Background: an optimization exercise with open tools, aiming at small area, a short achievable clock period and few clock cycles per item. Do not read the settings as production practice. Function was checked by simulation only, so behaviour that the tests miss may differ from the original.

File: flow/constraint.sdc
create_clock -name core_clock -period 10.0 [get_ports {clk}]
set_input_delay 2.0000 -clock core_clock [delete_from_list [all_inputs] [get_ports {clk}]]
set_output_delay 2.0000 -clock core_clock [all_outputs]
set_load 0.01 [all_outputs]
File: flow/design.v
`default_nettype none
package nemd_pkg;
  localparam logic [1:0]  REG_ATTACK = 2'd0;
  localparam logic [1:0]  REG_RISE   = 2'd1;
  localparam logic [1:0]  REG_FALL   = 2'd2;
  localparam logic [15:0] ATTACK_RESET = 16'd5243;
  localparam logic [8:0]  RISE_RESET   = 9'd179;
  localparam logic [8:0]  FALL_RESET   = 9'd72;
  localparam logic        ACT_OFF = 1'b1;
  localparam logic [11:0] REST_BELOW = 12'd20;
  localparam logic [11:0] PITCH_LOW  = 12'd110;
  localparam logic [11:0] PITCH_HIGH = 12'd850;
  localparam logic [16:0] PITCH_SPAN = 17'd740;
  localparam logic [16:0] ONE_Q16    = 17'h10000;
  localparam logic [16:0] BASE_Q16   = 17'd42598;
  localparam logic [14:0] DEPTH_Q16  = 15'd22938;
  localparam logic [15:0] DUR_MAX    = 16'hFFFF;
  typedef struct packed {
    logic        start;
    logic [16:0] rem_init;
    logic [15:0] num_lo;
    logic [16:0] divisor;
  } div_req_t;
  typedef struct packed {
    logic        done;
    logic [15:0] quot;
  } div_rsp_t;
endpackage
`default_nettype wire
`default_nettype none
import nemd_pkg::*;
module nemd_div (
  input  logic               clk,
  input  logic               rst,
  input  nemd_pkg::div_req_t req,
  output nemd_pkg::div_rsp_t rsp
);
  logic        busy;
  logic        done;
  logic [3:0]  cnt;
  logic [16:0] rem;
  logic [15:0] num;
  logic [16:0] dvsr;
  logic [15:0] quot;
  logic [17:0] trial;
  logic [17:0] diff;
  logic        fits;
  always_comb begin
    trial = {rem, num[15]};
    diff  = trial - {1'b0, dvsr};
    fits  = (trial >= {1'b0, dvsr});
  end
  always_ff @(posedge clk) begin
    if (rst) begin
      busy <= 1'b0;
      done <= 1'b0;
      cnt  <= 4'd0;
    end else begin
      done <= 1'b0;
      if (req.start) begin
        busy <= 1'b1;
        cnt  <= 4'd15;
      end else if (busy) begin
        cnt <= cnt - 4'd1;
        if (cnt == 4'd0) begin
          busy <= 1'b0;
          done <= 1'b1;
        end
      end
    end
  end
  always_ff @(posedge clk) begin
    if (req.start) begin
      rem  <= req.rem_init;
      num  <= req.num_lo;
      dvsr <= req.divisor;
    end else if (busy) begin
      rem  <= fits ? diff[16:0] : trial[16:0];
      num  <= {num[14:0], 1'b0};
      quot <= {quot[14:0], fits};
    end
  end
  assign rsp.done = done;
  assign rsp.quot = quot;
endmodule
`default_nettype wire
`default_nettype none
import nemd_pkg::*;
module note_envelope_motor_drive (
  input  logic        clk,
  input  logic        rst,
  input  logic        s_tvalid,
  output logic        s_tready,
  input  logic [63:0] s_tdata,
  input  logic        s_tuser,
  output logic        m_tvalid,
  input  logic        m_tready,
  output logic [7:0]  m_tdata,
  input  logic        psel,
  input  logic        penable,
  input  logic        pwrite,
  input  logic [3:0]  paddr,
  input  logic [31:0] pwdata,
  output logic [31:0] prdata,
  output logic        pready
);
  localparam int DEPTH = 31;
  logic [15:0] attack_fraction;
  logic [8:0]  rise_gain;
  logic [8:0]  fall_gain;
  logic [15:0] level;
  logic [16:0] att_dec;
  logic [4:0]  be_rn, be_ro, be_rt, be_fn, be_fo, be_ft;
  wire [9:0] wa = 10'd256 - {1'b0, pwdata[8:0]};
  wire [10:0] wx = {wa, 1'b0};
  wire [4:0] wa_n, wa_o, wa_t;
  for (genvar j = 0; j < 5; j++) begin : g_benc
    assign wa_n[j] = wx[2*j+2];
    assign wa_o[j] = wx[2*j+1] ^ wx[2*j];
    assign wa_t[j] = (wx[2*j+2] & ~wx[2*j+1] & ~wx[2*j]) | (~wx[2*j+2] & wx[2*j+1] & wx[2*j]);
  end
  logic        s_tready_q;
  logic [4:0] inflight;
  logic [4:0] fcount;
  logic [4:0] wptr, rptr;
  logic [7:0]  fmem [DEPTH];
  logic        p1_v;
  logic        p1_kill;
  logic        p1_tz;
  logic        p1_dsat;
  logic [9:0] p1_x;
  logic [15:0] p1_el;
  logic [11:0] p1_tempo;
  logic [11:0] p1_rem;
  logic [15:0] p1_nq;
  logic        p2_v;
  logic        p2_kill;
  logic        p2_tz;
  logic        p2_dsat;
  logic [9:0] p2_x;
  logic [15:0] p2_el;
  logic [11:0] p2_tempo;
  logic [11:0] p2_rem;
  logic [15:0] p2_nq;
  logic        p3_v;
  logic        p3_kill;
  logic        p3_tz;
  logic        p3_dsat;
  logic [9:0] p3_x;
  logic [15:0] p3_el;
  logic [11:0] p3_tempo;
  logic [11:0] p3_rem;
  logic [15:0] p3_nq;
  logic        p4_v;
  logic        p4_kill;
  logic        p4_tz;
  logic        p4_dsat;
  logic [9:0] p4_x;
  logic [15:0] p4_el;
  logic [11:0] p4_tempo;
  logic [11:0] p4_rem;
  logic [15:0] p4_nq;
  logic        p5_v;
  logic        p5_kill;
  logic        p5_tz;
  logic        p5_dsat;
  logic [9:0] p5_x;
  logic [15:0] p5_el;
  logic [11:0] p5_tempo;
  logic [11:0] p5_rem;
  logic [15:0] p5_nq;
  logic        p6_v;
  logic        p6_kill;
  logic        p6_tz;
  logic        p6_dsat;
  logic [9:0] p6_x;
  logic [15:0] p6_el;
  logic [11:0] p6_tempo;
  logic [11:0] p6_rem;
  logic [15:0] p6_nq;
  logic        p7_v;
  logic        p7_kill;
  logic        p7_tz;
  logic        p7_dsat;
  logic [9:0] p7_x;
  logic [15:0] p7_el;
  logic [11:0] p7_tempo;
  logic [11:0] p7_rem;
  logic [15:0] p7_nq;
  logic        p8_v;
  logic        p8_kill;
  logic        p8_tz;
  logic        p8_dsat;
  logic [9:0] p8_x;
  logic [15:0] p8_el;
  logic [11:0] p8_tempo;
  logic [11:0] p8_rem;
  logic [15:0] p8_nq;
  logic        p9_v;
  logic        p9_kill;
  logic        p9_tz;
  logic        p9_dsat;
  logic [9:0] p9_x;
  logic [15:0] p9_el;
  logic [11:0] p9_tempo;
  logic [11:0] p9_rem;
  logic [15:0] p9_nq;
  logic        p10_v;
  logic        p10_kill;
  logic        p10_tz;
  logic        p10_pfull;
  logic [9:0] p10_x;
  logic [15:0] p10_dur;
  logic [15:0] p10_rem;
  logic [15:0] p10_nq;
  logic        p11_v;
  logic        p11_kill;
  logic        p11_tz;
  logic        p11_pfull;
  logic [9:0] p11_x;
  logic [15:0] p11_dur;
  logic [15:0] p11_rem;
  logic [15:0] p11_nq;
  logic        p12_v;
  logic        p12_kill;
  logic        p12_tz;
  logic        p12_pfull;
  logic [9:0] p12_x;
  logic [15:0] p12_dur;
  logic [15:0] p12_rem;
  logic [15:0] p12_nq;
  logic        p13_v;
  logic        p13_kill;
  logic        p13_tz;
  logic        p13_pfull;
  logic [9:0] p13_x;
  logic [15:0] p13_dur;
  logic [15:0] p13_rem;
  logic [15:0] p13_nq;
  logic        p14_v;
  logic        p14_kill;
  logic        p14_tz;
  logic        p14_pfull;
  logic [9:0] p14_x;
  logic [15:0] p14_dur;
  logic [15:0] p14_rem;
  logic [15:0] p14_nq;
  logic        p15_v;
  logic        p15_kill;
  logic        p15_tz;
  logic        p15_pfull;
  logic [9:0] p15_x;
  logic [15:0] p15_dur;
  logic [15:0] p15_rem;
  logic [15:0] p15_nq;
  logic        p16_v;
  logic        p16_kill;
  logic        p16_tz;
  logic        p16_pfull;
  logic [9:0] p16_x;
  logic [15:0] p16_dur;
  logic [15:0] p16_rem;
  logic [15:0] p16_nq;
  logic        p17_v;
  logic        p17_kill;
  logic        p17_tz;
  logic        p17_pfull;
  logic [9:0] p17_x;
  logic [15:0] p17_dur;
  logic [15:0] p17_rem;
  logic [15:0] p17_nq;
  logic        p18_v;
  logic        p18_kill;
  logic        p18_tz;
  logic        p18_att;
  logic [9:0] p18_x;
  logic [16:0] p18_pd;
  logic        p19_v;
  logic        p19_kill;
  logic        p19_tz;
  logic        p19_att;
  logic [9:0] p19_x;
  logic [15:0] p19_rem;
  logic [15:0] p19_nq;
  logic        p20_v;
  logic        p20_kill;
  logic        p20_tz;
  logic        p20_att;
  logic [9:0] p20_x;
  logic [15:0] p20_rem;
  logic [15:0] p20_nq;
  logic        p21_v;
  logic        p21_kill;
  logic        p21_tz;
  logic        p21_att;
  logic [9:0] p21_x;
  logic [15:0] p21_rem;
  logic [15:0] p21_nq;
  logic        p22_v;
  logic        p22_kill;
  logic        p22_tz;
  logic        p22_att;
  logic [9:0] p22_x;
  logic [15:0] p22_rem;
  logic [15:0] p22_nq;
  logic        p23_v;
  logic        p23_kill;
  logic        p23_tz;
  logic        p23_att;
  logic [9:0] p23_x;
  logic [15:0] p23_rem;
  logic [15:0] p23_nq;
  logic        p24_v;
  logic        p24_kill;
  logic        p24_tz;
  logic        p24_att;
  logic [9:0] p24_x;
  logic [15:0] p24_rem;
  logic [15:0] p24_nq;
  logic        p25_v;
  logic        p25_kill;
  logic        p25_tz;
  logic        p25_att;
  logic [15:0] p25_rem;
  logic [15:0] p25_nq;
  logic [16:0] p25_pitch;
  logic        p26_v;
  logic        p26_kill;
  logic        p26_tz;
  logic        p26_att;
  logic [15:0] p26_rem;
  logic [15:0] p26_nq;
  logic [14:0] p26_sm;
  logic        p27_v;
  logic        p27_kill;
  logic        p27_tz;
  logic        p27_att;
  logic [15:0] p27_nq;
  logic [23:0] p27_s255;
  logic        p28_v;
  logic        p28_kill;
  logic [15:0] p28_tg;
  logic        p29_v;
  logic        p29_kill;
  logic [15:0] p29_tg;
  logic [26:0] p29_pr;
  logic [26:0] p29_pf;
  assign pready = 1'b1;
  always_comb begin
    case (paddr[3:2])
      REG_ATTACK: prdata = {16'd0, attack_fraction};
      REG_RISE:   prdata = {23'd0, rise_gain};
      REG_FALL:   prdata = {23'd0, fall_gain};
      default:    prdata = 32'd0;
    endcase
  end
  always_ff @(posedge clk) begin
    if (rst) begin
      attack_fraction <= ATTACK_RESET;
      rise_gain       <= RISE_RESET;
      fall_gain       <= FALL_RESET;
      att_dec         <= ONE_Q16 - {1'b0, ATTACK_RESET};
      be_rn <= 5'd2; be_ro <= 5'd15; be_rt <= 5'd0;
      be_fn <= 5'd14; be_fo <= 5'd24; be_ft <= 5'd2;
    end else if (psel && penable && pwrite) begin
      case (paddr[3:2])
        REG_ATTACK: begin attack_fraction <= pwdata[15:0]; att_dec <= ONE_Q16 - {1'b0, pwdata[15:0]}; end
        REG_RISE:   begin rise_gain <= pwdata[8:0]; be_rn <= wa_n; be_ro <= wa_o; be_rt <= wa_t; end
        REG_FALL:   begin fall_gain <= pwdata[8:0]; be_fn <= wa_n; be_fo <= wa_o; be_ft <= wa_t; end
        default:    ;
      endcase
    end
  end
  wire [11:0] i_freq  = s_tdata[13:2];
  wire [15:0] i_len   = s_tdata[29:14];
  wire [15:0] i_el    = s_tdata[45:30];
  wire [11:0] i_tempo = s_tdata[57:46];
  wire i_kill = (s_tuser == ACT_OFF) | ~s_tdata[0];
  wire i_tz = ~s_tdata[1] | (i_freq < REST_BELOW) | (i_tempo == 12'd0) |
              ((i_len[15:4] == 12'd0) && ({i_len[3:0], 8'd0} < i_tempo));
  wire i_dsat = ({4'd0, i_len[15:8]} >= i_tempo);
  wire [11:0] i_fm = i_freq - PITCH_LOW;
  wire [9:0] i_x = (i_freq <= PITCH_LOW) ? 10'd0 : (i_freq >= PITCH_HIGH) ? 10'd740 : i_fm[9:0];
  wire i_v = s_tvalid & s_tready_q;
  always_ff @(posedge clk) p1_v <= rst ? 1'b0 : i_v;
  always_ff @(posedge clk) p1_kill <= i_kill;
  always_ff @(posedge clk) p1_tz <= i_tz;
  always_ff @(posedge clk) p1_dsat <= i_dsat;
  always_ff @(posedge clk) p1_x <= i_x;
  always_ff @(posedge clk) p1_el <= i_el;
  always_ff @(posedge clk) p1_tempo <= i_tempo;
  always_ff @(posedge clk) p1_rem <= {4'd0, i_len[15:8]};
  always_ff @(posedge clk) p1_nq <= {i_len[7:0], 8'd0};
  wire [12:0] s1_t0 = {p1_rem, p1_nq[15]};
  wire [13:0] s1_d0 = {1'd0, s1_t0} - {2'd0, p1_tempo};
  wire s1_f0 = ~s1_d0[13];
  wire [11:0] s1_r0 = s1_f0 ? s1_d0[11:0] : s1_t0[11:0];
  wire [15:0] s1_n0 = {p1_nq[14:0], s1_f0};
  wire [12:0] s1_t1 = {s1_r0, s1_n0[15]};
  wire [13:0] s1_d1 = {1'd0, s1_t1} - {2'd0, p1_tempo};
  wire s1_f1 = ~s1_d1[13];
  wire [11:0] s1_r1 = s1_f1 ? s1_d1[11:0] : s1_t1[11:0];
  wire [15:0] s1_n1 = {s1_n0[14:0], s1_f1};
  always_ff @(posedge clk) p2_v <= rst ? 1'b0 : p1_v;
  always_ff @(posedge clk) p2_kill <= p1_kill;
  always_ff @(posedge clk) p2_tz <= p1_tz;
  always_ff @(posedge clk) p2_dsat <= p1_dsat;
  always_ff @(posedge clk) p2_x <= p1_x;
  always_ff @(posedge clk) p2_el <= p1_el;
  always_ff @(posedge clk) p2_tempo <= p1_tempo;
  always_ff @(posedge clk) p2_rem <= s1_r1;
  always_ff @(posedge clk) p2_nq <= s1_n1;
  wire [12:0] s2_t0 = {p2_rem, p2_nq[15]};
  wire [13:0] s2_d0 = {1'd0, s2_t0} - {2'd0, p2_tempo};
  wire s2_f0 = ~s2_d0[13];
  wire [11:0] s2_r0 = s2_f0 ? s2_d0[11:0] : s2_t0[11:0];
  wire [15:0] s2_n0 = {p2_nq[14:0], s2_f0};
  wire [12:0] s2_t1 = {s2_r0, s2_n0[15]};
  wire [13:0] s2_d1 = {1'd0, s2_t1} - {2'd0, p2_tempo};
  wire s2_f1 = ~s2_d1[13];
  wire [11:0] s2_r1 = s2_f1 ? s2_d1[11:0] : s2_t1[11:0];
  wire [15:0] s2_n1 = {s2_n0[14:0], s2_f1};
  always_ff @(posedge clk) p3_v <= rst ? 1'b0 : p2_v;
  always_ff @(posedge clk) p3_kill <= p2_kill;
  always_ff @(posedge clk) p3_tz <= p2_tz;
  always_ff @(posedge clk) p3_dsat <= p2_dsat;
  always_ff @(posedge clk) p3_x <= p2_x;
  always_ff @(posedge clk) p3_el <= p2_el;
  always_ff @(posedge clk) p3_tempo <= p2_tempo;
  always_ff @(posedge clk) p3_rem <= s2_r1;
  always_ff @(posedge clk) p3_nq <= s2_n1;
  wire [12:0] s3_t0 = {p3_rem, p3_nq[15]};
  wire [13:0] s3_d0 = {1'd0, s3_t0} - {2'd0, p3_tempo};
  wire s3_f0 = ~s3_d0[13];
  wire [11:0] s3_r0 = s3_f0 ? s3_d0[11:0] : s3_t0[11:0];
  wire [15:0] s3_n0 = {p3_nq[14:0], s3_f0};
  wire [12:0] s3_t1 = {s3_r0, s3_n0[15]};
  wire [13:0] s3_d1 = {1'd0, s3_t1} - {2'd0, p3_tempo};
  wire s3_f1 = ~s3_d1[13];
  wire [11:0] s3_r1 = s3_f1 ? s3_d1[11:0] : s3_t1[11:0];
  wire [15:0] s3_n1 = {s3_n0[14:0], s3_f1};
  always_ff @(posedge clk) p4_v <= rst ? 1'b0 : p3_v;
  always_ff @(posedge clk) p4_kill <= p3_kill;
  always_ff @(posedge clk) p4_tz <= p3_tz;
  always_ff @(posedge clk) p4_dsat <= p3_dsat;
  always_ff @(posedge clk) p4_x <= p3_x;
  always_ff @(posedge clk) p4_el <= p3_el;
  always_ff @(posedge clk) p4_tempo <= p3_tempo;
  always_ff @(posedge clk) p4_rem <= s3_r1;
  always_ff @(posedge clk) p4_nq <= s3_n1;
  wire [12:0] s4_t0 = {p4_rem, p4_nq[15]};
  wire [13:0] s4_d0 = {1'd0, s4_t0} - {2'd0, p4_tempo};
  wire s4_f0 = ~s4_d0[13];
  wire [11:0] s4_r0 = s4_f0 ? s4_d0[11:0] : s4_t0[11:0];
  wire [15:0] s4_n0 = {p4_nq[14:0], s4_f0};
  wire [12:0] s4_t1 = {s4_r0, s4_n0[15]};
  wire [13:0] s4_d1 = {1'd0, s4_t1} - {2'd0, p4_tempo};
  wire s4_f1 = ~s4_d1[13];
  wire [11:0] s4_r1 = s4_f1 ? s4_d1[11:0] : s4_t1[11:0];
  wire [15:0] s4_n1 = {s4_n0[14:0], s4_f1};
  always_ff @(posedge clk) p5_v <= rst ? 1'b0 : p4_v;
  always_ff @(posedge clk) p5_kill <= p4_kill;
  always_ff @(posedge clk) p5_tz <= p4_tz;
  always_ff @(posedge clk) p5_dsat <= p4_dsat;
  always_ff @(posedge clk) p5_x <= p4_x;
  always_ff @(posedge clk) p5_el <= p4_el;
  always_ff @(posedge clk) p5_tempo <= p4_tempo;
  always_ff @(posedge clk) p5_rem <= s4_r1;
  always_ff @(posedge clk) p5_nq <= s4_n1;
  wire [12:0] s5_t0 = {p5_rem, p5_nq[15]};
  wire [13:0] s5_d0 = {1'd0, s5_t0} - {2'd0, p5_tempo};
  wire s5_f0 = ~s5_d0[13];
  wire [11:0] s5_r0 = s5_f0 ? s5_d0[11:0] : s5_t0[11:0];
  wire [15:0] s5_n0 = {p5_nq[14:0], s5_f0};
  wire [12:0] s5_t1 = {s5_r0, s5_n0[15]};
  wire [13:0] s5_d1 = {1'd0, s5_t1} - {2'd0, p5_tempo};
  wire s5_f1 = ~s5_d1[13];
  wire [11:0] s5_r1 = s5_f1 ? s5_d1[11:0] : s5_t1[11:0];
  wire [15:0] s5_n1 = {s5_n0[14:0], s5_f1};
  always_ff @(posedge clk) p6_v <= rst ? 1'b0 : p5_v;
  always_ff @(posedge clk) p6_kill <= p5_kill;
  always_ff @(posedge clk) p6_tz <= p5_tz;
  always_ff @(posedge clk) p6_dsat <= p5_dsat;
  always_ff @(posedge clk) p6_x <= p5_x;
  always_ff @(posedge clk) p6_el <= p5_el;
  always_ff @(posedge clk) p6_tempo <= p5_tempo;
  always_ff @(posedge clk) p6_rem <= s5_r1;
  always_ff @(posedge clk) p6_nq <= s5_n1;
  wire [12:0] s6_t0 = {p6_rem, p6_nq[15]};
  wire [13:0] s6_d0 = {1'd0, s6_t0} - {2'd0, p6_tempo};
  wire s6_f0 = ~s6_d0[13];
  wire [11:0] s6_r0 = s6_f0 ? s6_d0[11:0] : s6_t0[11:0];
  wire [15:0] s6_n0 = {p6_nq[14:0], s6_f0};
  wire [12:0] s6_t1 = {s6_r0, s6_n0[15]};
  wire [13:0] s6_d1 = {1'd0, s6_t1} - {2'd0, p6_tempo};
  wire s6_f1 = ~s6_d1[13];
  wire [11:0] s6_r1 = s6_f1 ? s6_d1[11:0] : s6_t1[11:0];
  wire [15:0] s6_n1 = {s6_n0[14:0], s6_f1};
  always_ff @(posedge clk) p7_v <= rst ? 1'b0 : p6_v;
  always_ff @(posedge clk) p7_kill <= p6_kill;
  always_ff @(posedge clk) p7_tz <= p6_tz;
  always_ff @(posedge clk) p7_dsat <= p6_dsat;
  always_ff @(posedge clk) p7_x <= p6_x;
  always_ff @(posedge clk) p7_el <= p6_el;
  always_ff @(posedge clk) p7_tempo <= p6_tempo;
  always_ff @(posedge clk) p7_rem <= s6_r1;
  always_ff @(posedge clk) p7_nq <= s6_n1;
  wire [12:0] s7_t0 = {p7_rem, p7_nq[15]};
  wire [13:0] s7_d0 = {1'd0, s7_t0} - {2'd0, p7_tempo};
  wire s7_f0 = ~s7_d0[13];
  wire [11:0] s7_r0 = s7_f0 ? s7_d0[11:0] : s7_t0[11:0];
  wire [15:0] s7_n0 = {p7_nq[14:0], s7_f0};
  wire [12:0] s7_t1 = {s7_r0, s7_n0[15]};
  wire [13:0] s7_d1 = {1'd0, s7_t1} - {2'd0, p7_tempo};
  wire s7_f1 = ~s7_d1[13];
  wire [11:0] s7_r1 = s7_f1 ? s7_d1[11:0] : s7_t1[11:0];
  wire [15:0] s7_n1 = {s7_n0[14:0], s7_f1};
  always_ff @(posedge clk) p8_v <= rst ? 1'b0 : p7_v;
  always_ff @(posedge clk) p8_kill <= p7_kill;
  always_ff @(posedge clk) p8_tz <= p7_tz;
  always_ff @(posedge clk) p8_dsat <= p7_dsat;
  always_ff @(posedge clk) p8_x <= p7_x;
  always_ff @(posedge clk) p8_el <= p7_el;
  always_ff @(posedge clk) p8_tempo <= p7_tempo;
  always_ff @(posedge clk) p8_rem <= s7_r1;
  always_ff @(posedge clk) p8_nq <= s7_n1;
  wire [12:0] s8_t0 = {p8_rem, p8_nq[15]};
  wire [13:0] s8_d0 = {1'd0, s8_t0} - {2'd0, p8_tempo};
  wire s8_f0 = ~s8_d0[13];
  wire [11:0] s8_r0 = s8_f0 ? s8_d0[11:0] : s8_t0[11:0];
  wire [15:0] s8_n0 = {p8_nq[14:0], s8_f0};
  wire [12:0] s8_t1 = {s8_r0, s8_n0[15]};
  wire [13:0] s8_d1 = {1'd0, s8_t1} - {2'd0, p8_tempo};
  wire s8_f1 = ~s8_d1[13];
  wire [11:0] s8_r1 = s8_f1 ? s8_d1[11:0] : s8_t1[11:0];
  wire [15:0] s8_n1 = {s8_n0[14:0], s8_f1};
  always_ff @(posedge clk) p9_v <= rst ? 1'b0 : p8_v;
  always_ff @(posedge clk) p9_kill <= p8_kill;
  always_ff @(posedge clk) p9_tz <= p8_tz;
  always_ff @(posedge clk) p9_dsat <= p8_dsat;
  always_ff @(posedge clk) p9_x <= p8_x;
  always_ff @(posedge clk) p9_el <= p8_el;
  always_ff @(posedge clk) p9_tempo <= p8_tempo;
  always_ff @(posedge clk) p9_rem <= s8_r1;
  always_ff @(posedge clk) p9_nq <= s8_n1;
  wire [15:0] s9_dur = p9_dsat ? DUR_MAX : p9_nq;
  wire s9_pfull = (p9_el >= s9_dur);
  wire [15:0] s9_nqi = 16'd0;
  wire [16:0] s9_t0 = {p9_el, s9_nqi[15]};
  wire [17:0] s9_d0 = {1'd0, s9_t0} - {2'd0, s9_dur};
  wire s9_f0 = ~s9_d0[17];
  wire [15:0] s9_r0 = s9_f0 ? s9_d0[15:0] : s9_t0[15:0];
  wire [15:0] s9_n0 = {s9_nqi[14:0], s9_f0};
  wire [16:0] s9_t1 = {s9_r0, s9_n0[15]};
  wire [17:0] s9_d1 = {1'd0, s9_t1} - {2'd0, s9_dur};
  wire s9_f1 = ~s9_d1[17];
  wire [15:0] s9_r1 = s9_f1 ? s9_d1[15:0] : s9_t1[15:0];
  wire [15:0] s9_n1 = {s9_n0[14:0], s9_f1};
  always_ff @(posedge clk) p10_v <= rst ? 1'b0 : p9_v;
  always_ff @(posedge clk) p10_kill <= p9_kill;
  always_ff @(posedge clk) p10_tz <= p9_tz;
  always_ff @(posedge clk) p10_pfull <= s9_pfull;
  always_ff @(posedge clk) p10_x <= p9_x;
  always_ff @(posedge clk) p10_dur <= s9_dur;
  always_ff @(posedge clk) p10_rem <= s9_r1;
  always_ff @(posedge clk) p10_nq <= s9_n1;
  wire [16:0] s10_t0 = {p10_rem, p10_nq[15]};
  wire [17:0] s10_d0 = {1'd0, s10_t0} - {2'd0, p10_dur};
  wire s10_f0 = ~s10_d0[17];
  wire [15:0] s10_r0 = s10_f0 ? s10_d0[15:0] : s10_t0[15:0];
  wire [15:0] s10_n0 = {p10_nq[14:0], s10_f0};
  wire [16:0] s10_t1 = {s10_r0, s10_n0[15]};
  wire [17:0] s10_d1 = {1'd0, s10_t1} - {2'd0, p10_dur};
  wire s10_f1 = ~s10_d1[17];
  wire [15:0] s10_r1 = s10_f1 ? s10_d1[15:0] : s10_t1[15:0];
  wire [15:0] s10_n1 = {s10_n0[14:0], s10_f1};
  always_ff @(posedge clk) p11_v <= rst ? 1'b0 : p10_v;
  always_ff @(posedge clk) p11_kill <= p10_kill;
  always_ff @(posedge clk) p11_tz <= p10_tz;
  always_ff @(posedge clk) p11_pfull <= p10_pfull;
  always_ff @(posedge clk) p11_x <= p10_x;
  always_ff @(posedge clk) p11_dur <= p10_dur;
  always_ff @(posedge clk) p11_rem <= s10_r1;
  always_ff @(posedge clk) p11_nq <= s10_n1;
  wire [16:0] s11_t0 = {p11_rem, p11_nq[15]};
  wire [17:0] s11_d0 = {1'd0, s11_t0} - {2'd0, p11_dur};
  wire s11_f0 = ~s11_d0[17];
  wire [15:0] s11_r0 = s11_f0 ? s11_d0[15:0] : s11_t0[15:0];
  wire [15:0] s11_n0 = {p11_nq[14:0], s11_f0};
  wire [16:0] s11_t1 = {s11_r0, s11_n0[15]};
  wire [17:0] s11_d1 = {1'd0, s11_t1} - {2'd0, p11_dur};
  wire s11_f1 = ~s11_d1[17];
  wire [15:0] s11_r1 = s11_f1 ? s11_d1[15:0] : s11_t1[15:0];
  wire [15:0] s11_n1 = {s11_n0[14:0], s11_f1};
  always_ff @(posedge clk) p12_v <= rst ? 1'b0 : p11_v;
  always_ff @(posedge clk) p12_kill <= p11_kill;
  always_ff @(posedge clk) p12_tz <= p11_tz;
  always_ff @(posedge clk) p12_pfull <= p11_pfull;
  always_ff @(posedge clk) p12_x <= p11_x;
  always_ff @(posedge clk) p12_dur <= p11_dur;
  always_ff @(posedge clk) p12_rem <= s11_r1;
  always_ff @(posedge clk) p12_nq <= s11_n1;
  wire [16:0] s12_t0 = {p12_rem, p12_nq[15]};
  wire [17:0] s12_d0 = {1'd0, s12_t0} - {2'd0, p12_dur};
  wire s12_f0 = ~s12_d0[17];
  wire [15:0] s12_r0 = s12_f0 ? s12_d0[15:0] : s12_t0[15:0];
  wire [15:0] s12_n0 = {p12_nq[14:0], s12_f0};
  wire [16:0] s12_t1 = {s12_r0, s12_n0[15]};
  wire [17:0] s12_d1 = {1'd0, s12_t1} - {2'd0, p12_dur};
  wire s12_f1 = ~s12_d1[17];
  wire [15:0] s12_r1 = s12_f1 ? s12_d1[15:0] : s12_t1[15:0];
  wire [15:0] s12_n1 = {s12_n0[14:0], s12_f1};
  always_ff @(posedge clk) p13_v <= rst ? 1'b0 : p12_v;
  always_ff @(posedge clk) p13_kill <= p12_kill;
  always_ff @(posedge clk) p13_tz <= p12_tz;
  always_ff @(posedge clk) p13_pfull <= p12_pfull;
  always_ff @(posedge clk) p13_x <= p12_x;
  always_ff @(posedge clk) p13_dur <= p12_dur;
  always_ff @(posedge clk) p13_rem <= s12_r1;
  always_ff @(posedge clk) p13_nq <= s12_n1;
  wire [16:0] s13_t0 = {p13_rem, p13_nq[15]};
  wire [17:0] s13_d0 = {1'd0, s13_t0} - {2'd0, p13_dur};
  wire s13_f0 = ~s13_d0[17];
  wire [15:0] s13_r0 = s13_f0 ? s13_d0[15:0] : s13_t0[15:0];
  wire [15:0] s13_n0 = {p13_nq[14:0], s13_f0};
  wire [16:0] s13_t1 = {s13_r0, s13_n0[15]};
  wire [17:0] s13_d1 = {1'd0, s13_t1} - {2'd0, p13_dur};
  wire s13_f1 = ~s13_d1[17];
  wire [15:0] s13_r1 = s13_f1 ? s13_d1[15:0] : s13_t1[15:0];
  wire [15:0] s13_n1 = {s13_n0[14:0], s13_f1};
  always_ff @(posedge clk) p14_v <= rst ? 1'b0 : p13_v;
  always_ff @(posedge clk) p14_kill <= p13_kill;
  always_ff @(posedge clk) p14_tz <= p13_tz;
  always_ff @(posedge clk) p14_pfull <= p13_pfull;
  always_ff @(posedge clk) p14_x <= p13_x;
  always_ff @(posedge clk) p14_dur <= p13_dur;
  always_ff @(posedge clk) p14_rem <= s13_r1;
  always_ff @(posedge clk) p14_nq <= s13_n1;
  wire [16:0] s14_t0 = {p14_rem, p14_nq[15]};
  wire [17:0] s14_d0 = {1'd0, s14_t0} - {2'd0, p14_dur};
  wire s14_f0 = ~s14_d0[17];
  wire [15:0] s14_r0 = s14_f0 ? s14_d0[15:0] : s14_t0[15:0];
  wire [15:0] s14_n0 = {p14_nq[14:0], s14_f0};
  wire [16:0] s14_t1 = {s14_r0, s14_n0[15]};
  wire [17:0] s14_d1 = {1'd0, s14_t1} - {2'd0, p14_dur};
  wire s14_f1 = ~s14_d1[17];
  wire [15:0] s14_r1 = s14_f1 ? s14_d1[15:0] : s14_t1[15:0];
  wire [15:0] s14_n1 = {s14_n0[14:0], s14_f1};
  always_ff @(posedge clk) p15_v <= rst ? 1'b0 : p14_v;
  always_ff @(posedge clk) p15_kill <= p14_kill;
  always_ff @(posedge clk) p15_tz <= p14_tz;
  always_ff @(posedge clk) p15_pfull <= p14_pfull;
  always_ff @(posedge clk) p15_x <= p14_x;
  always_ff @(posedge clk) p15_dur <= p14_dur;
  always_ff @(posedge clk) p15_rem <= s14_r1;
  always_ff @(posedge clk) p15_nq <= s14_n1;
  wire [16:0] s15_t0 = {p15_rem, p15_nq[15]};
  wire [17:0] s15_d0 = {1'd0, s15_t0} - {2'd0, p15_dur};
  wire s15_f0 = ~s15_d0[17];
  wire [15:0] s15_r0 = s15_f0 ? s15_d0[15:0] : s15_t0[15:0];
  wire [15:0] s15_n0 = {p15_nq[14:0], s15_f0};
  wire [16:0] s15_t1 = {s15_r0, s15_n0[15]};
  wire [17:0] s15_d1 = {1'd0, s15_t1} - {2'd0, p15_dur};
  wire s15_f1 = ~s15_d1[17];
  wire [15:0] s15_r1 = s15_f1 ? s15_d1[15:0] : s15_t1[15:0];
  wire [15:0] s15_n1 = {s15_n0[14:0], s15_f1};
  always_ff @(posedge clk) p16_v <= rst ? 1'b0 : p15_v;
  always_ff @(posedge clk) p16_kill <= p15_kill;
  always_ff @(posedge clk) p16_tz <= p15_tz;
  always_ff @(posedge clk) p16_pfull <= p15_pfull;
  always_ff @(posedge clk) p16_x <= p15_x;
  always_ff @(posedge clk) p16_dur <= p15_dur;
  always_ff @(posedge clk) p16_rem <= s15_r1;
  always_ff @(posedge clk) p16_nq <= s15_n1;
  wire [16:0] s16_t0 = {p16_rem, p16_nq[15]};
  wire [17:0] s16_d0 = {1'd0, s16_t0} - {2'd0, p16_dur};
  wire s16_f0 = ~s16_d0[17];
  wire [15:0] s16_r0 = s16_f0 ? s16_d0[15:0] : s16_t0[15:0];
  wire [15:0] s16_n0 = {p16_nq[14:0], s16_f0};
  wire [16:0] s16_t1 = {s16_r0, s16_n0[15]};
  wire [17:0] s16_d1 = {1'd0, s16_t1} - {2'd0, p16_dur};
  wire s16_f1 = ~s16_d1[17];
  wire [15:0] s16_r1 = s16_f1 ? s16_d1[15:0] : s16_t1[15:0];
  wire [15:0] s16_n1 = {s16_n0[14:0], s16_f1};
  always_ff @(posedge clk) p17_v <= rst ? 1'b0 : p16_v;
  always_ff @(posedge clk) p17_kill <= p16_kill;
  always_ff @(posedge clk) p17_tz <= p16_tz;
  always_ff @(posedge clk) p17_pfull <= p16_pfull;
  always_ff @(posedge clk) p17_x <= p16_x;
  always_ff @(posedge clk) p17_dur <= p16_dur;
  always_ff @(posedge clk) p17_rem <= s16_r1;
  always_ff @(posedge clk) p17_nq <= s16_n1;
  wire [16:0] s17_phase = p17_pfull ? ONE_Q16 : {1'b0, p17_nq};
  wire s17_att = (attack_fraction != 16'd0) && (s17_phase < {1'b0, attack_fraction});
  wire [16:0] s17_dd = s17_phase - {1'b0, attack_fraction};
  wire [16:0] s17_r = s17_att ? s17_phase : s17_dd;
  always_ff @(posedge clk) p18_v <= rst ? 1'b0 : p17_v;
  always_ff @(posedge clk) p18_kill <= p17_kill;
  always_ff @(posedge clk) p18_tz <= p17_tz;
  always_ff @(posedge clk) p18_att <= s17_att;
  always_ff @(posedge clk) p18_x <= p17_x;
  always_ff @(posedge clk) p18_pd <= s17_r;
  wire [31:0] s18_num = {15'd0, p18_pd} * 32'd22938;
  wire [15:0] s18_rem = p18_att ? p18_pd[15:0] : s18_num[31:16];
  wire [15:0] s18_nq = p18_att ? 16'd0 : s18_num[15:0];
  wire [16:0] s18_div = p18_att ? div_att : div_dec;
  always_ff @(posedge clk) p19_v <= rst ? 1'b0 : p18_v;
  always_ff @(posedge clk) p19_kill <= p18_kill;
  always_ff @(posedge clk) p19_tz <= p18_tz;
  always_ff @(posedge clk) p19_att <= p18_att;
  always_ff @(posedge clk) p19_x <= p18_x;
  always_ff @(posedge clk) p19_rem <= s18_rem;
  always_ff @(posedge clk) p19_nq <= s18_nq;
  wire [16:0] div_att = {1'b0, attack_fraction};
  wire [16:0] div_dec = att_dec;
  wire [16:0] s19_div = p19_att ? div_att : div_dec;
  wire [16:0] s19_t0 = {p19_rem, p19_nq[15]};
  wire [17:0] s19_d0 = {1'd0, s19_t0} - {1'd0, s19_div};
  wire s19_f0 = ~s19_d0[17];
  wire [15:0] s19_r0 = s19_f0 ? s19_d0[15:0] : s19_t0[15:0];
  wire [15:0] s19_n0 = {p19_nq[14:0], s19_f0};
  wire [16:0] s19_t1 = {s19_r0, s19_n0[15]};
  wire [17:0] s19_d1 = {1'd0, s19_t1} - {1'd0, s19_div};
  wire s19_f1 = ~s19_d1[17];
  wire [15:0] s19_r1 = s19_f1 ? s19_d1[15:0] : s19_t1[15:0];
  wire [15:0] s19_n1 = {s19_n0[14:0], s19_f1};
  always_ff @(posedge clk) p20_v <= rst ? 1'b0 : p19_v;
  always_ff @(posedge clk) p20_kill <= p19_kill;
  always_ff @(posedge clk) p20_tz <= p19_tz;
  always_ff @(posedge clk) p20_att <= p19_att;
  always_ff @(posedge clk) p20_x <= p19_x;
  always_ff @(posedge clk) p20_rem <= s19_r1;
  always_ff @(posedge clk) p20_nq <= s19_n1;
  wire [16:0] s20_div = p20_att ? div_att : div_dec;
  wire [16:0] s20_t0 = {p20_rem, p20_nq[15]};
  wire [17:0] s20_d0 = {1'd0, s20_t0} - {1'd0, s20_div};
  wire s20_f0 = ~s20_d0[17];
  wire [15:0] s20_r0 = s20_f0 ? s20_d0[15:0] : s20_t0[15:0];
  wire [15:0] s20_n0 = {p20_nq[14:0], s20_f0};
  wire [16:0] s20_t1 = {s20_r0, s20_n0[15]};
  wire [17:0] s20_d1 = {1'd0, s20_t1} - {1'd0, s20_div};
  wire s20_f1 = ~s20_d1[17];
  wire [15:0] s20_r1 = s20_f1 ? s20_d1[15:0] : s20_t1[15:0];
  wire [15:0] s20_n1 = {s20_n0[14:0], s20_f1};
  always_ff @(posedge clk) p21_v <= rst ? 1'b0 : p20_v;
  always_ff @(posedge clk) p21_kill <= p20_kill;
  always_ff @(posedge clk) p21_tz <= p20_tz;
  always_ff @(posedge clk) p21_att <= p20_att;
  always_ff @(posedge clk) p21_x <= p20_x;
  always_ff @(posedge clk) p21_rem <= s20_r1;
  always_ff @(posedge clk) p21_nq <= s20_n1;
  wire [16:0] s21_div = p21_att ? div_att : div_dec;
  wire [16:0] s21_t0 = {p21_rem, p21_nq[15]};
  wire [17:0] s21_d0 = {1'd0, s21_t0} - {1'd0, s21_div};
  wire s21_f0 = ~s21_d0[17];
  wire [15:0] s21_r0 = s21_f0 ? s21_d0[15:0] : s21_t0[15:0];
  wire [15:0] s21_n0 = {p21_nq[14:0], s21_f0};
  wire [16:0] s21_t1 = {s21_r0, s21_n0[15]};
  wire [17:0] s21_d1 = {1'd0, s21_t1} - {1'd0, s21_div};
  wire s21_f1 = ~s21_d1[17];
  wire [15:0] s21_r1 = s21_f1 ? s21_d1[15:0] : s21_t1[15:0];
  wire [15:0] s21_n1 = {s21_n0[14:0], s21_f1};
  always_ff @(posedge clk) p22_v <= rst ? 1'b0 : p21_v;
  always_ff @(posedge clk) p22_kill <= p21_kill;
  always_ff @(posedge clk) p22_tz <= p21_tz;
  always_ff @(posedge clk) p22_att <= p21_att;
  always_ff @(posedge clk) p22_x <= p21_x;
  always_ff @(posedge clk) p22_rem <= s21_r1;
  always_ff @(posedge clk) p22_nq <= s21_n1;
  wire [16:0] s22_div = p22_att ? div_att : div_dec;
  wire [16:0] s22_t0 = {p22_rem, p22_nq[15]};
  wire [17:0] s22_d0 = {1'd0, s22_t0} - {1'd0, s22_div};
  wire s22_f0 = ~s22_d0[17];
  wire [15:0] s22_r0 = s22_f0 ? s22_d0[15:0] : s22_t0[15:0];
  wire [15:0] s22_n0 = {p22_nq[14:0], s22_f0};
  wire [16:0] s22_t1 = {s22_r0, s22_n0[15]};
  wire [17:0] s22_d1 = {1'd0, s22_t1} - {1'd0, s22_div};
  wire s22_f1 = ~s22_d1[17];
  wire [15:0] s22_r1 = s22_f1 ? s22_d1[15:0] : s22_t1[15:0];
  wire [15:0] s22_n1 = {s22_n0[14:0], s22_f1};
  always_ff @(posedge clk) p23_v <= rst ? 1'b0 : p22_v;
  always_ff @(posedge clk) p23_kill <= p22_kill;
  always_ff @(posedge clk) p23_tz <= p22_tz;
  always_ff @(posedge clk) p23_att <= p22_att;
  always_ff @(posedge clk) p23_x <= p22_x;
  always_ff @(posedge clk) p23_rem <= s22_r1;
  always_ff @(posedge clk) p23_nq <= s22_n1;
  wire [16:0] s23_div = p23_att ? div_att : div_dec;
  wire [16:0] s23_t0 = {p23_rem, p23_nq[15]};
  wire [17:0] s23_d0 = {1'd0, s23_t0} - {1'd0, s23_div};
  wire s23_f0 = ~s23_d0[17];
  wire [15:0] s23_r0 = s23_f0 ? s23_d0[15:0] : s23_t0[15:0];
  wire [15:0] s23_n0 = {p23_nq[14:0], s23_f0};
  wire [16:0] s23_t1 = {s23_r0, s23_n0[15]};
  wire [17:0] s23_d1 = {1'd0, s23_t1} - {1'd0, s23_div};
  wire s23_f1 = ~s23_d1[17];
  wire [15:0] s23_r1 = s23_f1 ? s23_d1[15:0] : s23_t1[15:0];
  wire [15:0] s23_n1 = {s23_n0[14:0], s23_f1};
  always_ff @(posedge clk) p24_v <= rst ? 1'b0 : p23_v;
  always_ff @(posedge clk) p24_kill <= p23_kill;
  always_ff @(posedge clk) p24_tz <= p23_tz;
  always_ff @(posedge clk) p24_att <= p23_att;
  always_ff @(posedge clk) p24_x <= p23_x;
  always_ff @(posedge clk) p24_rem <= s23_r1;
  always_ff @(posedge clk) p24_nq <= s23_n1;
  wire [16:0] s24_div = p24_att ? div_att : div_dec;
  wire [16:0] s24_t0 = {p24_rem, p24_nq[15]};
  wire [17:0] s24_d0 = {1'd0, s24_t0} - {1'd0, s24_div};
  wire s24_f0 = ~s24_d0[17];
  wire [15:0] s24_r0 = s24_f0 ? s24_d0[15:0] : s24_t0[15:0];
  wire [15:0] s24_n0 = {p24_nq[14:0], s24_f0};
  wire [16:0] s24_t1 = {s24_r0, s24_n0[15]};
  wire [17:0] s24_d1 = {1'd0, s24_t1} - {1'd0, s24_div};
  wire s24_f1 = ~s24_d1[17];
  wire [15:0] s24_r1 = s24_f1 ? s24_d1[15:0] : s24_t1[15:0];
  wire [15:0] s24_n1 = {s24_n0[14:0], s24_f1};
  wire [31:0] s24_pm = {22'd0, p24_x} * 32'd2902005;
  always_ff @(posedge clk) p25_v <= rst ? 1'b0 : p24_v;
  always_ff @(posedge clk) p25_kill <= p24_kill;
  always_ff @(posedge clk) p25_tz <= p24_tz;
  always_ff @(posedge clk) p25_att <= p24_att;
  always_ff @(posedge clk) p25_rem <= s24_r1;
  always_ff @(posedge clk) p25_nq <= s24_n1;
  always_ff @(posedge clk) p25_pitch <= s24_pm[31:15];
  wire [16:0] s25_div = p25_att ? div_att : div_dec;
  wire [16:0] s25_t0 = {p25_rem, p25_nq[15]};
  wire [17:0] s25_d0 = {1'd0, s25_t0} - {1'd0, s25_div};
  wire s25_f0 = ~s25_d0[17];
  wire [15:0] s25_r0 = s25_f0 ? s25_d0[15:0] : s25_t0[15:0];
  wire [15:0] s25_n0 = {p25_nq[14:0], s25_f0};
  wire [16:0] s25_t1 = {s25_r0, s25_n0[15]};
  wire [17:0] s25_d1 = {1'd0, s25_t1} - {1'd0, s25_div};
  wire s25_f1 = ~s25_d1[17];
  wire [15:0] s25_r1 = s25_f1 ? s25_d1[15:0] : s25_t1[15:0];
  wire [15:0] s25_n1 = {s25_n0[14:0], s25_f1};
  wire [31:0] s25_sm = {15'd0, p25_pitch} * 32'd22938;
  always_ff @(posedge clk) p26_v <= rst ? 1'b0 : p25_v;
  always_ff @(posedge clk) p26_kill <= p25_kill;
  always_ff @(posedge clk) p26_tz <= p25_tz;
  always_ff @(posedge clk) p26_att <= p25_att;
  always_ff @(posedge clk) p26_rem <= s25_r1;
  always_ff @(posedge clk) p26_nq <= s25_n1;
  always_ff @(posedge clk) p26_sm <= s25_sm[30:16];
  wire [16:0] s26_div = p26_att ? div_att : div_dec;
  wire [16:0] s26_t0 = {p26_rem, p26_nq[15]};
  wire [17:0] s26_d0 = {1'd0, s26_t0} - {1'd0, s26_div};
  wire s26_f0 = ~s26_d0[17];
  wire [15:0] s26_r0 = s26_f0 ? s26_d0[15:0] : s26_t0[15:0];
  wire [15:0] s26_n0 = {p26_nq[14:0], s26_f0};
  wire [16:0] s26_t1 = {s26_r0, s26_n0[15]};
  wire [17:0] s26_d1 = {1'd0, s26_t1} - {1'd0, s26_div};
  wire s26_f1 = ~s26_d1[17];
  wire [15:0] s26_r1 = s26_f1 ? s26_d1[15:0] : s26_t1[15:0];
  wire [15:0] s26_n1 = {s26_n0[14:0], s26_f1};
  wire [23:0] s26_s255 = 24'd10862490 + {1'b0, p26_sm, 8'd0} - {9'd0, p26_sm};
  always_ff @(posedge clk) p27_v <= rst ? 1'b0 : p26_v;
  always_ff @(posedge clk) p27_kill <= p26_kill;
  always_ff @(posedge clk) p27_tz <= p26_tz;
  always_ff @(posedge clk) p27_att <= p26_att;
  always_ff @(posedge clk) p27_nq <= s26_n1;
  always_ff @(posedge clk) p27_s255 <= s26_s255;
  wire [15:0] s27_op = p27_att ? p27_nq : ~p27_nq;
  wire [23:0] s27_ad = p27_att ? 24'd0 : p27_s255;
  wire [39:0] s27_sc = {24'd0, s27_op} * {16'd0, p27_s255} + {16'd0, s27_ad};
  wire [15:0] s27_tg = p27_tz ? 16'd0 : s27_sc[39:24];
  always_ff @(posedge clk) p28_v <= rst ? 1'b0 : p27_v;
  always_ff @(posedge clk) p28_kill <= p27_kill;
  always_ff @(posedge clk) p28_tg <= s27_tg;
  wire [26:0] grm0 = be_ro[0] ? {11'd0, p28_tg} : be_rt[0] ? {10'd0, p28_tg, 1'b0} : 27'd0;
  wire [26:0] grr0 = (~be_rn[0] ? ~grm0 : grm0) << 0;
  wire [26:0] grm1 = be_ro[1] ? {11'd0, p28_tg} : be_rt[1] ? {10'd0, p28_tg, 1'b0} : 27'd0;
  wire [26:0] grr1 = (~be_rn[1] ? ~grm1 : grm1) << 2;
  wire [26:0] grm2 = be_ro[2] ? {11'd0, p28_tg} : be_rt[2] ? {10'd0, p28_tg, 1'b0} : 27'd0;
  wire [26:0] grr2 = (~be_rn[2] ? ~grm2 : grm2) << 4;
  wire [26:0] grm3 = be_ro[3] ? {11'd0, p28_tg} : be_rt[3] ? {10'd0, p28_tg, 1'b0} : 27'd0;
  wire [26:0] grr3 = (~be_rn[3] ? ~grm3 : grm3) << 6;
  wire [26:0] grm4 = be_ro[4] ? {11'd0, p28_tg} : be_rt[4] ? {10'd0, p28_tg, 1'b0} : 27'd0;
  wire [26:0] grr4 = (~be_rn[4] ? ~grm4 : grm4) << 8;
  wire [26:0] s28_pr = {3'd0, p28_tg, 8'd0} + grr0 + grr1 + grr2 + grr3 + grr4 + 27'd341;
  wire [26:0] gfm0 = be_fo[0] ? {11'd0, p28_tg} : be_ft[0] ? {10'd0, p28_tg, 1'b0} : 27'd0;
  wire [26:0] gfr0 = (~be_fn[0] ? ~gfm0 : gfm0) << 0;
  wire [26:0] gfm1 = be_fo[1] ? {11'd0, p28_tg} : be_ft[1] ? {10'd0, p28_tg, 1'b0} : 27'd0;
  wire [26:0] gfr1 = (~be_fn[1] ? ~gfm1 : gfm1) << 2;
  wire [26:0] gfm2 = be_fo[2] ? {11'd0, p28_tg} : be_ft[2] ? {10'd0, p28_tg, 1'b0} : 27'd0;
  wire [26:0] gfr2 = (~be_fn[2] ? ~gfm2 : gfm2) << 4;
  wire [26:0] gfm3 = be_fo[3] ? {11'd0, p28_tg} : be_ft[3] ? {10'd0, p28_tg, 1'b0} : 27'd0;
  wire [26:0] gfr3 = (~be_fn[3] ? ~gfm3 : gfm3) << 6;
  wire [26:0] gfm4 = be_fo[4] ? {11'd0, p28_tg} : be_ft[4] ? {10'd0, p28_tg, 1'b0} : 27'd0;
  wire [26:0] gfr4 = (~be_fn[4] ? ~gfm4 : gfm4) << 8;
  wire [26:0] s28_pf = {3'd0, p28_tg, 8'd0} + gfr0 + gfr1 + gfr2 + gfr3 + gfr4 + 27'd596;
  always_ff @(posedge clk) p29_v <= rst ? 1'b0 : p28_v;
  always_ff @(posedge clk) p29_kill <= p28_kill;
  always_ff @(posedge clk) p29_tg <= p28_tg;
  always_ff @(posedge clk) p29_pr <= s28_pr;
  always_ff @(posedge clk) p29_pf <= s28_pf;
  wire rising = (p29_tg > level);
  wire [26:0] lrm0 = be_ro[0] ? {11'd0, level} : be_rt[0] ? {10'd0, level, 1'b0} : 27'd0;
  wire [26:0] lrr0 = (be_rn[0] ? ~lrm0 : lrm0) << 0;
  wire [26:0] lrm1 = be_ro[1] ? {11'd0, level} : be_rt[1] ? {10'd0, level, 1'b0} : 27'd0;
  wire [26:0] lrr1 = (be_rn[1] ? ~lrm1 : lrm1) << 2;
  wire [26:0] lrm2 = be_ro[2] ? {11'd0, level} : be_rt[2] ? {10'd0, level, 1'b0} : 27'd0;
  wire [26:0] lrr2 = (be_rn[2] ? ~lrm2 : lrm2) << 4;
  wire [26:0] lrm3 = be_ro[3] ? {11'd0, level} : be_rt[3] ? {10'd0, level, 1'b0} : 27'd0;
  wire [26:0] lrr3 = (be_rn[3] ? ~lrm3 : lrm3) << 6;
  wire [26:0] lrm4 = be_ro[4] ? {11'd0, level} : be_rt[4] ? {10'd0, level, 1'b0} : 27'd0;
  wire [26:0] lrr4 = (be_rn[4] ? ~lrm4 : lrm4) << 8;
  wire [26:0] s_r = lrr0 + lrr1 + lrr2 + lrr3 + lrr4 + p29_pr;
  wire [26:0] lfm0 = be_fo[0] ? {11'd0, level} : be_ft[0] ? {10'd0, level, 1'b0} : 27'd0;
  wire [26:0] lfr0 = (be_fn[0] ? ~lfm0 : lfm0) << 0;
  wire [26:0] lfm1 = be_fo[1] ? {11'd0, level} : be_ft[1] ? {10'd0, level, 1'b0} : 27'd0;
  wire [26:0] lfr1 = (be_fn[1] ? ~lfm1 : lfm1) << 2;
  wire [26:0] lfm2 = be_fo[2] ? {11'd0, level} : be_ft[2] ? {10'd0, level, 1'b0} : 27'd0;
  wire [26:0] lfr2 = (be_fn[2] ? ~lfm2 : lfm2) << 4;
  wire [26:0] lfm3 = be_fo[3] ? {11'd0, level} : be_ft[3] ? {10'd0, level, 1'b0} : 27'd0;
  wire [26:0] lfr3 = (be_fn[3] ? ~lfm3 : lfm3) << 6;
  wire [26:0] lfm4 = be_fo[4] ? {11'd0, level} : be_ft[4] ? {10'd0, level, 1'b0} : 27'd0;
  wire [26:0] lfr4 = (be_fn[4] ? ~lfm4 : lfm4) << 8;
  wire [26:0] s_f = lfr0 + lfr1 + lfr2 + lfr3 + lfr4 + p29_pf;
  wire [18:0] q_r = s_r[26:8];
  wire [18:0] q_f = s_f[26:8];
  wire [15:0] n_r = (q_r[17:8] == 10'd0) ? 16'd0 : (q_r[17:16] != 2'd0) ? 16'hFFFF : q_r[15:0];
  wire [15:0] n_f = (q_f[18] | (q_f[17:8] == 10'd0)) ? 16'd0 : q_f[15:0];
  wire [15:0] lvl_next = p29_kill ? 16'd0 : rising ? n_r : n_f;
  wire res_v = p29_v;
  always_ff @(posedge clk) begin
    if (rst) level <= 16'd0;
    else if (res_v) level <= lvl_next;
  end
  wire take = m_tvalid & m_tready;
  wire [4:0] inflight_next = inflight + {4'd0, i_v} - {4'd0, take};
  always_ff @(posedge clk) begin
    if (rst) begin
      inflight   <= 5'd0;
      s_tready_q <= 1'b1;
      fcount     <= 5'd0;
      wptr       <= 5'd0;
      rptr       <= 5'd0;
    end else begin
      inflight   <= inflight_next;
      s_tready_q <= (inflight_next < 5'd31);
      fcount     <= fcount + {4'd0, res_v} - {4'd0, take};
      if (res_v) wptr <= (wptr == 5'd30) ? 5'd0 : wptr + 5'd1;
      if (take) rptr <= (rptr == 5'd30) ? 5'd0 : rptr + 5'd1;
    end
  end
  always_ff @(posedge clk) begin
    if (res_v) fmem[wptr] <= lvl_next[15:8];
  end
  assign s_tready = s_tready_q;
  assign m_tvalid = (fcount != 5'd0);
  assign m_tdata  = fmem[rptr];
endmodule
`default_nettype wire
File: flow/run.sh
#!/bin/bash
# synth_recipe.tcl (not shown) runs the flow's synth.tcl, then flattens the netlist and writes it again
# the make line also repeats each setting of config.mk as NAME=value (left out here)
make -C /OpenROAD-flow-scripts/flow DESIGN_CONFIG=/design/flow/config.mk WORK_HOME=/design/flow/orfs CLKGATE_MAP_FILE= SYNTH_SCRIPT=/design/flow/synth_recipe.tcl finish
File: flow/config.mk
export PLATFORM = sky130hd
export DESIGN_NAME = note_envelope_motor_drive
export DESIGN_NICKNAME = note_envelope_motor_drive
export VERILOG_FILES = /design/flow/design.v
export SDC_FILE = /design/flow/constraint.sdc
export NUM_CORES = 4
export LEC_CHECK = 0
export ABC_AREA = 1
export CAP_MARGIN = 20
export CORE_MARGIN = 2
export CORE_UTILIZATION = 55
export SLEW_MARGIN = 20
==> results.py, run 1 <==
metrics = {
    "clocking": {
        "buffer_type_at_the_clock_tree_root": "sky130_fd_sc_hd__clkbuf_16",
        "cts_made_buffers": 194,
        "max-clock-path-buffers": 3,
        "postCtsSetupRepairBufs": 0,
        "clkSlewWorstSetupHoldPaths_ns": 0.07,
        "cts-htree-levels": 4,
        "post_cts.resized_instances": 0,
        "cts_hold_repair.buffers": 0,
        "tritoncts": "done",
        "insertion_delay_ns": 0.89,
        "tritoncts_num_sinks": 1862,
    },
    "grt": {
        "gr-usage-all-layers": 0.2861,
        "globalRoute.totalOverflow": 0,
        "first_global_vias": 106100,
        "global_route_wire_length_before_repair_microns": 560400,
        "initial_antenna_violation_count": 13,
        "pin_count_of_the_biggest_net_entering_global_routing": 113,
    },
    "cells_and_area": {
        "finalInstanceArea_sq_um": 142300,
        "post-route-util": 0.5982,
        "nets": 18060,
        "fillerInstances": 21320,
        "synthesis_to_finish_area_growth_pct": 8.183,
        "layout_common_cells": "sky130_fd_sc_hd__nand2_1, sky130_fd_sc_hd__inv_1, sky130_fd_sc_hd__dfxtp_1",
        "post_route_cells_drive_above_1_share": 0.04302,
        "most_common_cell_after_layout_fill_and_taps_aside": "sky130_fd_sc_hd__nand2_1",
    },
    "placement": {
        "io_buffers": 109,
        "preCtsSetupSlack_ns": 2.366,
        "last_weighted_congestion_value_of_the_routability_driven_placer": 0.9542,
        "hpwl_microns": 272400,
        "dpl_cell_area_sq_um": 135300,
    },
    "timing": {
        "fin_worst_skew_ns": 0.07014,
        "peak_clock_frequency_supported_by_timing_ghz": 0.1289,
        "finalSetupViolations": 0,
        "unrepaired_setup_endpoints_after_global_routing": "no",
        "fin_crit_ns": 7.757,
        "report.final.slew_viol_count": 0,
        "hold_viol_final": 0,
        "final.setup.tns_ns": 0,
        "slew_at_the_pin_closest_to_its_max_slew_limit_ns": 1.140,
        "final_critical_path_setup_slack_ns": 2.243,
        "max_slew_margin": 0.2388,
        "layout_worst_path_cycle_share": 0.7757,
        "hold_slack_ns": 0.2757,
    },
    "job": {
        "cap_viol_max_count": 0,
    },
    "setup_path": {
        "cp_common_cell": "sky130_fd_sc_hd__fa_1",
        "worstSetupEndpointType": "register",
        "crit_path_top_delay_cell": "sky130_fd_sc_hd__clkinv_1",
        "path_max_fanout": 28,
        "cpPeakStageDelay_ns": 0.76,
        "worstSetupStartpointType": "register",
        "worstSetupPathType": "reg -> reg",
        "worst-endpoint-arrival_ns": 8.48,
        "req_time_crit_path_ns": 10.73,
        "cp_top_family": "adder cells",
        "cp_num_buf_inv": 7,
    },
    "route": {
        "detail_route.iter0.violations": 7568,
        "via_count": 103700,
        "wirelength_microns": 349700,
        "antenna_left": 0,
        "detail_route.vias_per_cell": 5.463,
        "detailedRoute.firstPassIterationCount": 6,
        "drt-wirelength-per-cell_microns": 18.42,
        "drcViolationCount": 0,
    },
    "logic_synthesis": {
        "async_sr_flop_fraction": 0,
        "sequential_fraction_of_the_synthesis_area": 0.3023,
        "synth_top_flop_cell": "sky130_fd_sc_hd__dfxtp_1",
        "synth_area_sq_um": 131500,
        "synth_seq_cells": 1862,
        "synth_edf_count": 248,
        "synthesis.yosys.warnings": 1,
        "ys_types": 87,
        "synth.avg_cell_area_sq_um": 8.373,
        "syn_inst": 15710,
    },
    "min_path": {
        "class_of_the_tightest_hold_or_removal_check": "reg -> reg",
    },
    "floorplanning": {
        "effective_utilization_at_floorplan": 0.5529,
        "fp-row-count": 179,
        "die_height_microns": 493,
        "io_pins": 151,
        "core_area_sq_um": 237900,
        "dieArea_sq_um": 243000,
        "die_width_microns": 493,
    },
    "status": {
        "run_status": "complete, no violations",
    },
}
-- routing by layer --
layer  global-route usage  share of wire  up-vias
li1                     -              -    50950
met1               0.3689           0.43    49170
met2               0.4911           0.48     2956
met3              0.03941          0.060      666
met4              0.09917          0.034        4
met5                    0       0.000097        -
-- area by class of cell --
class	count	area, sq um	area share
Timing Repair Buffer	208	1864	0.01310
Clock inverter	126	1740	0.01223
Antenna cell	14	35.03	0.0002462
Inverter	2457	9234	0.06490
Multi-Input combinational cell	10920	80460	0.5655
Clock buffer	236	5215	0.03665
Tap cell	3167	3963	0.02785
Sequential cell	1862	39770	0.2795
-- worst paths after layout --
| path | from | endpoint | slack [ns] | depth (start not counted) |
|---|---|---|---|---|
| setup / recovery | p27_att$_DFF_P_ | p28_tg[12]$_SDFF_PP0_ | 2.24 | 26 |
| hold / removal | p19_nq[11]$_SDFF_PP0_ | p20_nq[13]$_DFF_P_ | 0.28 | 0 |
| setup reg to reg | p27_att$_DFF_P_ | p28_tg[12]$_SDFF_PP0_ | 2.24 | 26 |
| hold reg to reg | p19_nq[11]$_SDFF_PP0_ | p20_nq[13]$_DFF_P_ | 0.28 | 0 |
-- synth_stat cells, drive strengths merged (30+ instances only) --
master	instances	area (sq um)
a211oi	38	285.3
a21boi	30	236.5
a21o	60	450.4
a21oi	1111	5669
a31oi	71	456.7
buf	159	910.9
clkbuf	326	1224
dfxtp	1614	32310
edfxtp	248	7447
fa	885	17720
ha	1425	17830
inv	2430	9131
nand2	2743	10460
nand3	505	2595
nand3b	31	232.7
nand4	82	513.0
nor2	991	3749
nor3	88	450.4
nor4	31	227.7
o211ai	69	538.0
o21a	30	225.2
o21ai	1078	5470
o21bai	53	401.6
o221ai	43	376.6
o22ai	322	2014
o31ai	44	357.8
or2	72	450.4
xnor2	277	2426
xor2	735	6452
-- flip-flops by register name, indices dropped and copies added (netlist names), 17 cells and up, named ones only --
register / count
p29_pr: 26
p25_pitch: 17
att_dec: 17
p29_pf: 27
p18_pd: 17
fmem: 248
p27_s255: 24
-- logic make-up after synthesis --
group,Yosys count,share of synthesized area
simple gates,4565,0.1432
flops,1862,0.3023
mux,3,0.0002473
other cells,2,0.00005710
buf+inv,2942,0.08644
fa+ha+maj,2310,0.2703
xor+xnor,1012,0.06751
compound gates,3011,0.1299
-- through the flow --
step / std cells
CTS: 18970
global placement: 18610
floorplan: 15720
detailed placement: 18610
global route: 18990
finish: 18990
Testbench counts, summed over its fixed seeds: cycles 5,280, items 4,800.
==> run 2: changes to the inputs <==
--- a/flow/config.mk
+++ b/flow/config.mk
@@ -9,4 +9,5 @@
 export CAP_MARGIN = 20
 export CORE_MARGIN = 2
 export CORE_UTILIZATION = 55
+export SETUP_SLACK_MARGIN = 4.5
 export SLEW_MARGIN = 20
==> run 2 against run 1 <==
Compared with the run above:
- still clean on timing, DRC and antenna
- synthesized area unchanged
- worst setup slack improved by 1.7 ns
- sequential share of layout area decreased by 1.2 points
- first-iteration DRC count increased by 2.1%
- clock skew increased by 0.024 ns
- wire length increased by 5.3%
- cell count increased by 2.0%
- critical path depth increased by 1
- via count increased by 3.2%
- critical endpoint is now p28_tg[8]$_SDFF_PP0_
==> results.py, run 2 <==
metrics = {
    "logic_synthesis": {
        "async_sr_flop_fraction": 0,
        "synth.avg_cell_area_sq_um": 8.373,
        "synthesis.yosys.warnings": 1,
        "netlist_top_cells_area": "sky130_fd_sc_hd__dfxtp_1, sky130_fd_sc_hd__ha_1, sky130_fd_sc_hd__fa_1",
        "sequential_fraction_of_the_synthesis_area": 0.3023,
        "syn_inst": 15710,
        "synth_area_sq_um": 131500,
        "ys_top_cells_by_count": "sky130_fd_sc_hd__nand2_1, sky130_fd_sc_hd__inv_1, sky130_fd_sc_hd__dfxtp_1",
        "synthDominantCellAreaShare": 0.2457,
        "ys_types": 87,
        "netlist.top_cell.by_area": "sky130_fd_sc_hd__dfxtp_1",
        "synth_seq_cells": 1862,
        "synthMostInstantiatedCell": "sky130_fd_sc_hd__nand2_1",
        "synth_edf_count": 248,
        "synth_top_flop_cell": "sky130_fd_sc_hd__dfxtp_1",
    },
    "timing": {
        "max_slew_margin": 0.2727,
        "hold_viol_final": 0,
        "final_critical_path_setup_slack_ns": 3.902,
        "finalSetupViolations": 0,
        "fin_worst_skew_ns": 0.09380,
        "unrepaired_setup_endpoints_after_global_routing": "yes",
        "layout_worst_path_cycle_share": 0.6098,
        "report.final.slew_viol_count": 0,
        "final.setup.tns_ns": 0,
        "slew_at_the_pin_closest_to_its_max_slew_limit_ns": 1.090,
        "peak_clock_frequency_supported_by_timing_ghz": 0.1640,
        "fin_crit_ns": 6.098,
    },
    "cells_and_area": {
        "layout_top_registers": "fmem x248, p29_pf x27, p29_pr x26",
        "non_filler_cells_in_the_finished_layout": 19360,
        "fillerInstances": 20440,
        "layout_common_cells": "sky130_fd_sc_hd__nand2_1, sky130_fd_sc_hd__inv_1, sky130_fd_sc_hd__dfxtp_1",
        "post_route_cells_drive_above_1_share": 0.1004,
        "nets": 18440,
        "registers.top_by_ff_count": "fmem",
        "synthesis_to_finish_area_growth_pct": 13.65,
        "finalInstanceArea_sq_um": 149500,
        "number_of_flip_flops_under_the_largest_register_name": 248,
        "most_common_cell_after_layout_fill_and_taps_aside": "sky130_fd_sc_hd__nand2_1",
    },
    "route": {
        "drt-wirelength-per-cell_microns": 19.03,
        "wirelength_microns": 368400,
        "met2RoutedLength_microns": 171500,
        "top_layer_used": "met4",
        "detailedRoute.firstPassIterationCount": 16,
        "via_count": 107100,
        "drcViolationCount": 0,
        "detail_route.vias_per_cell": 5.532,
        "antenna_left": 0,
        "met3_wirelength_microns": 26360,
        "wl_met1_microns": 154100,
        "detail_route.iter0.violations": 7725,
    },
    "setup_path": {
        "worstSetupStartpointType": "register",
        "worstSetupEndpointType": "register",
        "cpPeakStageDelay_ns": 0.55,
        "path_max_fanout": 8,
        "worst-endpoint-arrival_ns": 6.84,
        "worstSetupPathType": "reg -> reg",
        "crit_path_top_delay_cell": "sky130_fd_sc_hd__fa_1",
        "req_time_crit_path_ns": 10.74,
        "cp_common_cell": "sky130_fd_sc_hd__fa_1",
    },
    "floorplanning": {
        "fp-row-count": 179,
        "effective_utilization_at_floorplan": 0.5529,
        "dieArea_sq_um": 243000,
        "die_width_microns": 493,
        "die_height_microns": 493,
        "io_pins": 151,
        "core_area_sq_um": 237900,
    },
    "placement": {
        "hpwl_microns": 268600,
        "last_weighted_congestion_value_of_the_routability_driven_placer": 0.9480,
        "dpl_cell_area_sq_um": 135600,
        "placed_cells": 18620,
        "io_buffers": 109,
        "preCtsSetupSlack_ns": 2.691,
    },
    "clocking": {
        "tritoncts_num_sinks": 1862,
        "cts_made_buffers": 196,
        "buffer_type_at_the_clock_tree_root": "sky130_fd_sc_hd__clkbuf_16",
        "tritoncts": "done",
        "insertion_delay_ns": 0.90,
        "cts-htree-levels": 4,
        "cts_hold_repair.buffers": 0,
        "clkSlewWorstSetupHoldPaths_ns": 0.06,
        "max-clock-path-buffers": 3,
    },
    "grt": {
        "globalRoute.totalOverflow": 0,
        "pin_count_of_the_biggest_net_entering_global_routing": 62,
        "global_route_wire_length_before_repair_microns": 572900,
        "initial_antenna_violation_count": 26,
        "first_global_vias": 106300,
        "gr-usage-all-layers": 0.2957,
    },
    "job": {
        "cap_viol_max_count": 0,
    },
    "status": {
        "run_status": "complete, no violations",
    },
    "min_path": {
        "class_of_the_tightest_hold_or_removal_check": "reg -> reg",
    },
}
run 2: cell type report:
class / count / area (sq um) / share of cell area
Antenna cell: 14 / 35.03 / 0.0002344
Clock buffer: 267 / 5564 / 0.03722
Clock inverter: 93 / 1336 / 0.008940
Inverter: 2457 / 9638 / 0.06448
Multi-Input combinational cell: 10920 / 83070 / 0.5557
Sequential cell: 1862 / 39960 / 0.2673
Tap cell: 3167 / 3963 / 0.02651
Timing Repair Buffer: 528 / 5529 / 0.03699
Timing Repair inverter: 50 / 380.4 / 0.002545
run 2: path summary, 6_finish.rpt:
| path | slack [ns] | end | cells past startpoint | from |
|---|---|---|---|---|
| worst min register to register | 0.27 | p18_kill$_DFF_P_ | 0 | p17_kill$_DFF_P_ |
| worst max-delay path | 3.90 | p28_tg[8]$_SDFF_PP0_ | 27 | p27_att$_DFF_P_ |
| worst min-delay path | 0.27 | p18_kill$_DFF_P_ | 0 | p17_kill$_DFF_P_ |
| worst max register to register | 3.90 | p28_tg[8]$_SDFF_PP0_ | 27 | p27_att$_DFF_P_ |
run 2: repair_timing:
action	4_1_cts	5_1_grt
endpoints found under the setup margin	487	525
cloned	53	15
resized for setup	515	499
buffers inserted	182	113
pin swaps	85	103
run 2: per-layer routing:
metal / track usage / vias up
met3: 0.04812 / 902
met1: 0.3789 / 50860
met5: 0 / -
li1: - / 51730
met4: 0.1244 / 0
met2: 0.4949 / 3597
run 2: worst max-delay path: cells and delay by family (launching register included):
family                     cells  cell delay, ns
AOI/OAI and AO/OA              7            0.92
adders and majority gates      7            3.14
buffers and inverters          8            0.90
DFF                            1            0.41
and+or+nand+nor                5            0.63
run 2: logic make-up after synthesis:
group	after synthesis	synth area share
compound gates	3011	0.1299
xor+xnor	1012	0.06751
fa+ha+maj	2310	0.2703
buf+inv	2942	0.08644
flops	1862	0.3023
mux	3	0.0002473
other cells	2	0.00005710
simple gates	4565	0.1432
run 2: metrics by stage:
step                      hold WS [ns]    util
after CTS                       0.2606  0.6152
after global routing            0.2696  0.6284
after detailed placement        0.3121  0.5702
after global placement          0.3098  0.5700
final                           0.2658  0.6284
after floorplan                 0.3096       -

[static timing again, ports no longer ideal]
No port has a modelled driver above. Below, the same layouts with a new extraction and two added sets of constraints.
Step 1: set_driving_cell puts a clkbuf_16 on clk and a buf_2 on each other input, an assumption about the parent block.
Step 2 adds t to the input delays and takes it off the output delays; t is the mean of the earliest and latest rising clock arrival at the registers after step 1. Input paths then give back, and output paths get back, about the clock's delay inside the block.
Slacks: ideal / step 1 / step 2; pairs: ideal / step 1.
| run | t (ns) | slack for setup (ns) | worst setup path at the end | clock arrival spread, ns | pins driven straight from the clock port |
|---|---|---|---|---|---|
| run 1 | 0.940 | 2.243 / 2.243 / 2.243 | register to register | 0.086 / 0.086 | 1 |
| run 2 | 0.947 | 3.902 / 3.902 / 3.902 | register to register | 0.101 / 0.102 | 1 |
After both steps every run listed still meets setup and hold.
